What follows belongs to an exercise in optimizing a design on an open flow for small area and a short achievable clock period; a production flow would make more cautious choices.
Only simulation tests tie the RTL to the original design; equivalence was not proved.
No activity file was given, so power comes from the tool's default toggle rates.

Design dmem_responder, start of the top module:
module dmem_responder #(
  parameter int DEPTH       = 32,
  parameter int WAIT_CYCLES = 2
) (
  input  logic              Clk,
  input  logic              Rst,
  input  logic              reqValid,
  output logic              reqReady,
  input  logic              reqWrite,
  input  logic [63:0]       reqAddr,
  input  logic [1:0]        reqSize,
  input  logic [63:0]       reqWData,
  output logic              respValid,
  input  logic              respReady,
  output logic [63:0]       respRData,
  output logic              respErr,
  output logic [63:0]       dMemOut
);
==> module dmem_responder, before the edit <==
module dmem_responder #(
  parameter int DEPTH       = 32,
  parameter int WAIT_CYCLES = 2
) (
  input  logic              Clk,
  input  logic              Rst,
  input  logic              reqValid,
  output logic              reqReady,
  input  logic              reqWrite,
  input  logic [63:0]       reqAddr,
  input  logic [1:0]        reqSize,
  input  logic [63:0]       reqWData,
  output logic              respValid,
  input  logic              respReady,
  output logic [63:0]       respRData,
  output logic              respErr,
  output logic [63:0]       dMemOut
);
  localparam int NS  = 32;   
  localparam int NR  = 16;   
  localparam int GAP = 3;    
  logic s_idle, s_w1, s_w2, s_resp;
  logic busy_o, rv_o;
  logic [63:0] sw;         
  logic [2:0]  off_q;
  logic [4:0]  idx_q;
  logic [1:0]  size_q;
  logic        err_q;
  logic        st_ok_q;    
  logic        late_q;     
  logic [7:0]  bs0_q;      
  logic [3:0]  bs1_q;      
  logic [1:0]  bs2_q;      
  logic        bs4_q;      
  logic [NR-1:0] rsel_q;
  logic          fwd_q;
  logic [4:0]  cnt;
  logic [4:0]  cnt2;       
  logic [63:0] wb;
  logic [4:0]  wb_idx;
  logic        wb_pend;    
  logic        commit;
  assign reqReady  = ~busy_o;
  assign respValid = rv_o;
  assign respErr   = err_q;
  assign commit    = s_w2 & st_ok_q;
  logic       req_err, req_ld;
  logic [2:0] req_amask;
  always_comb begin
    case (reqSize)
      2'd0:    req_amask = 3'b000;
      2'd1:    req_amask = 3'b001;
      2'd2:    req_amask = 3'b011;
      default: req_amask = 3'b111;
    endcase
  end
  assign req_err = ((reqAddr[2:0] & req_amask) != 3'b000) || (reqAddr[63:8] != 56'd0);
  assign req_ld  = ~reqWrite & ~req_err;
  logic [63:0] wrep;
  always_comb begin
    for (int l = 0; l < 8; l++) begin
      case (reqSize)
        2'd0:    wrep[8*l +: 8] = reqWData[7:0];
        2'd1:    wrep[8*l +: 8] = reqWData[8*(l%2) +: 8];
        2'd2:    wrep[8*l +: 8] = reqWData[8*(l%4) +: 8];
        default: wrep[8*l +: 8] = reqWData[8*l +: 8];
      endcase
    end
  end
  logic [63:0] slot_q [NS];
  logic [NS-1:0] ins_q;
  logic        wb_hit;     
  logic [4:0]  st_slot_n, wb_slot_n;    
  logic        wb_pend_n;
  assign wb_hit    = |ins_q;
  assign wb_pend_n = commit | (wb_pend & ~wb_hit);
  assign st_slot_n = idx_q + cnt2;
  assign wb_slot_n = wb_idx + cnt2;
  for (genvar j = 0; j < NS; j++) begin : g_slot
    logic [63:0] q;
    if (j % GAP == 0) begin : g_ld
      always_ff @(posedge Clk) q <= ins_q[j] ? wb : g_slot[(j + NS - 1) % NS].q;
    end else begin : g_sh
      always_ff @(posedge Clk) q <= g_slot[(j + NS - 1) % NS].q;
    end
    assign slot_q[j] = q;
  end
  logic [4:0] rd_w;
  logic [4:0] rd_tap;      
  logic       rd_fwd;
  assign rd_w   = s_idle ? reqAddr[7:3] : idx_q;
  assign rd_tap = rd_w + cnt2;
  assign rd_fwd = wb_pend & ~wb_hit & (wb_idx == rd_w);
  logic [63:0] rword;
  for (genvar b = 0; b < 64; b++) begin : g_rd
    logic [NR:0] col;
    for (genvar j = 0; j < NR; j++) begin : g_col
      assign col[j] = slot_q[2*j][b];
    end
    assign col[NR] = wb[b];
    dmem_rd_bit u_rd (.d(col), .sel({fwd_q, rsel_q}), .q(rword[b]));
  end
  logic [63:0] lres;
  always_comb begin
    lres[7:0]   = 8'd0;
    lres[15:8]  = 8'd0;
    lres[23:16] = 8'd0;
    lres[31:24] = 8'd0;
    for (int l = 0; l < 8; l++) lres[7:0]   = lres[7:0]   | (rword[8*l +: 8] & {8{bs0_q[l]}});
    for (int m = 0; m < 4; m++) lres[15:8]  = lres[15:8]  | (rword[16*m + 8 +: 8] & {8{bs1_q[m]}});
    for (int n = 0; n < 2; n++) begin
      lres[23:16] = lres[23:16] | (rword[32*n + 16 +: 8] & {8{bs2_q[n]}});
      lres[31:24] = lres[31:24] | (rword[32*n + 24 +: 8] & {8{bs2_q[n]}});
    end
    lres[63:32] = rword[63:32] & {32{bs4_q}};
  end
  logic [7:0] lmask;
  always_comb begin
    for (int l = 0; l < 8; l++) begin
      case (size_q)
        2'd0:    lmask[l] = st_ok_q & (3'(l) == off_q);
        2'd1:    lmask[l] = st_ok_q & (2'(l >> 1) == off_q[2:1]);
        2'd2:    lmask[l] = st_ok_q & (1'(l >> 2) == off_q[2]);
        default: lmask[l] = st_ok_q;
      endcase
    end
  end
  logic [63:0] merged;
  always_comb
    for (int l = 0; l < 8; l++)
      merged[8*l +: 8] = lmask[l] ? sw[8*l +: 8] : rword[8*l +: 8];
  logic rd_now;
  assign rd_now = late_q ? s_w2 : s_w1;
  always_ff @(posedge Clk or posedge Rst) begin
    if (Rst) begin
      s_idle <= 1'b1;
      s_w1   <= 1'b0;
      s_w2   <= 1'b0;
      s_resp <= 1'b0;
      busy_o <= 1'b0;
      rv_o   <= 1'b0;
    end else begin
      s_idle <= (s_idle & ~reqValid) | (s_resp & respReady);
      s_w1   <= s_idle & reqValid;
      s_w2   <= s_w1;
      s_resp <= s_w2 | (s_resp & ~respReady);
      busy_o <= (~busy_o & reqValid) | (busy_o & ~(rv_o & respReady));
      rv_o   <= s_w2 | (rv_o & ~respReady);
    end
  end
  logic [4:0] req_pos;
  assign req_pos = reqAddr[7:3] + cnt + 5'd1;
  always_ff @(posedge Clk) begin
    if (s_idle) begin
      off_q   <= reqAddr[2:0];
      idx_q   <= reqAddr[7:3];
      size_q  <= reqSize;
      err_q   <= req_err;
      st_ok_q <= reqWrite & ~req_err;
      late_q  <= req_pos[0];
      for (int l = 0; l < 8; l++) bs0_q[l] <= req_ld & (reqAddr[2:0] == 3'(l));
      for (int m = 0; m < 4; m++) bs1_q[m] <= req_ld & (reqSize != 2'd0) & (reqAddr[2:1] == 2'(m));
      for (int n = 0; n < 2; n++) bs2_q[n] <= req_ld & reqSize[1] & (reqAddr[2] == 1'(n));
      bs4_q   <= req_ld & (reqSize == 2'd3);
    end
  end
  always_ff @(posedge Clk) begin
    cnt   <= cnt + 5'd1;
    cnt2  <= cnt + 5'd3;
    fwd_q <= rd_fwd;
    for (int j = 0; j < NR; j++) rsel_q[j] <= ~rd_fwd & (rd_tap[4:1] == 4'(j));
  end
  always_ff @(posedge Clk) begin
    if (rd_now) respRData <= lres;
  end
  always_ff @(posedge Clk) begin
    if (s_idle)      sw <= wrep;
    else if (rd_now) sw <= merged;
  end
  always_ff @(posedge Clk) begin
    if (commit) begin
      wb     <= late_q ? merged : sw;
      wb_idx <= idx_q;
    end
    wb_pend <= wb_pend_n;
    for (int j = 0; j < NS; j++)
      ins_q[j] <= (j % GAP == 0) && wb_pend_n &&
                  (commit ? (st_slot_n == 5'(j)) : (wb_slot_n == 5'(j)));
  end
  always_ff @(posedge Clk or posedge Rst) begin
    if (Rst)         dMemOut <= 64'd0;
    else if (commit) dMemOut <= late_q ? merged : sw;
  end
endmodule
Settings: LEC_CHECK=0, CAP_MARGIN=20, CORE_MARGIN=2, CORE_UTILIZATION=50, SETUP_SLACK_MARGIN=2.5, SLEW_MARGIN=20, SYNTH_HIERARCHICAL=1, SYNTH_MINIMUM_KEEP_SIZE=0; clock period 5.0 ns.
standard.sh (not shown) runs the stock make flow with config.mk's settings and CLKGATE_MAP_FILE= SYNTH_SCRIPT=/design/flow/synth_recipe.tcl, a recipe that flattens the netlist after the stock synthesis.
==> flow/flow/run.sh <==
#!/bin/bash
# The standard layout (standard.sh), with two changes to how it is made:
#  - every port still gets its own buffer, but a plain buf_2 instead of the
#    delay-cell buffer buffer_ports picks by default;
#  - clock tree synthesis adds no dummy loads.
# Each tool's output goes to standard.log (and ORFS's own logs under orfs/).
set -o pipefail
cd "$(dirname "$0")/.."
export BUFFER_PORTS_ARGS="-buffer_cell sky130_fd_sc_hd__buf_2"
export CTS_ARGS="-sink_clustering_enable -repair_clock_nets -dont_use_dummy_load -sink_clustering_size 24 -sink_clustering_max_diameter 50"
bash standard.sh > standard.log 2>&1
The first run ran to the end with no violations.
Then changed:
--- a/flow/design.v
+++ b/flow/design.v
@@ -67,18 +67,17 @@
       endcase
     end
   end
   logic [63:0] slot_q [NS];
   logic [NS-1:0] ins_q;
   logic        wb_hit;     
-  logic [4:0]  st_slot_n, wb_slot_n;    
+  logic [4:0]  wb_slot_n;
   logic        wb_pend_n;
   assign wb_hit    = |ins_q;
   assign wb_pend_n = commit | (wb_pend & ~wb_hit);
-  assign st_slot_n = idx_q + cnt2;
-  assign wb_slot_n = wb_idx + cnt2;
+  assign wb_slot_n = (commit ? idx_q : wb_idx) + cnt + 5'd2;
   for (genvar j = 0; j < NS; j++) begin : g_slot
     logic [63:0] q;
     if (j % GAP == 0) begin : g_ld
       always_ff @(posedge Clk) q <= ins_q[j] ? wb : g_slot[(j + NS - 1) % NS].q;
     end else begin : g_sh
       always_ff @(posedge Clk) q <= g_slot[(j + NS - 1) % NS].q;
@@ -181,14 +180,13 @@
     if (commit) begin
       wb     <= late_q ? merged : sw;
       wb_idx <= idx_q;
     end
     wb_pend <= wb_pend_n;
     for (int j = 0; j < NS; j++)
-      ins_q[j] <= (j % GAP == 0) && wb_pend_n &&
-                  (commit ? (st_slot_n == 5'(j)) : (wb_slot_n == 5'(j)));
+      ins_q[j] <= (j % GAP == 0) && wb_pend_n && (wb_slot_n == 5'(j));
   end
   always_ff @(posedge Clk or posedge Rst) begin
     if (Rst)         dMemOut <= 64'd0;
     else if (commit) dMemOut <= late_q ? merged : sw;
   end
 endmodule
What happened:
- via count increases slightly
- final area hardly moves
- wire length climbs slightly
- total power increases by about a fifth
- worst setup slack degrades by 71 ps
- synthesized cell count fell slightly
- sequential power grows by about a fifth

-- static timing again, ports no longer ideal --
In the flow no input, the clock included, has a driving cell. The finished layouts below were timed again as built, in two steps. Step 1: set_driving_cell puts a clkbuf_16 on Clk and a buf_2 on each other input, an assumption about the parent block. Step 2 also shifts input and output timing later by t, the mid clock arrival at the registers, as if the neighbouring blocks saw the same clock. a / b / c = ideal / step 1 / step 2; a / b = the first two.
| run | t, ns | setup slack, ns | worst hold slack (ns) | worst setup path at the end | slew at the worst register clock pin (ns) |
|---|---|---|---|---|---|
| the first run | 0.872 | 2.390 / 2.339 / 1.914 | 0.286 / 0.263 / 0.286 | input to register | 0.10 / 0.10 |
| the second run | 0.871 | 2.319 / 2.275 / 1.705 | 0.271 / 0.221 / 0.271 | input to register | 0.09 / 0.09 |
After both steps every run listed still meets setup and hold. The setup slack of the second run, which loses most, moves by -0.044 ns with the drivers and by -0.614 ns with both steps.
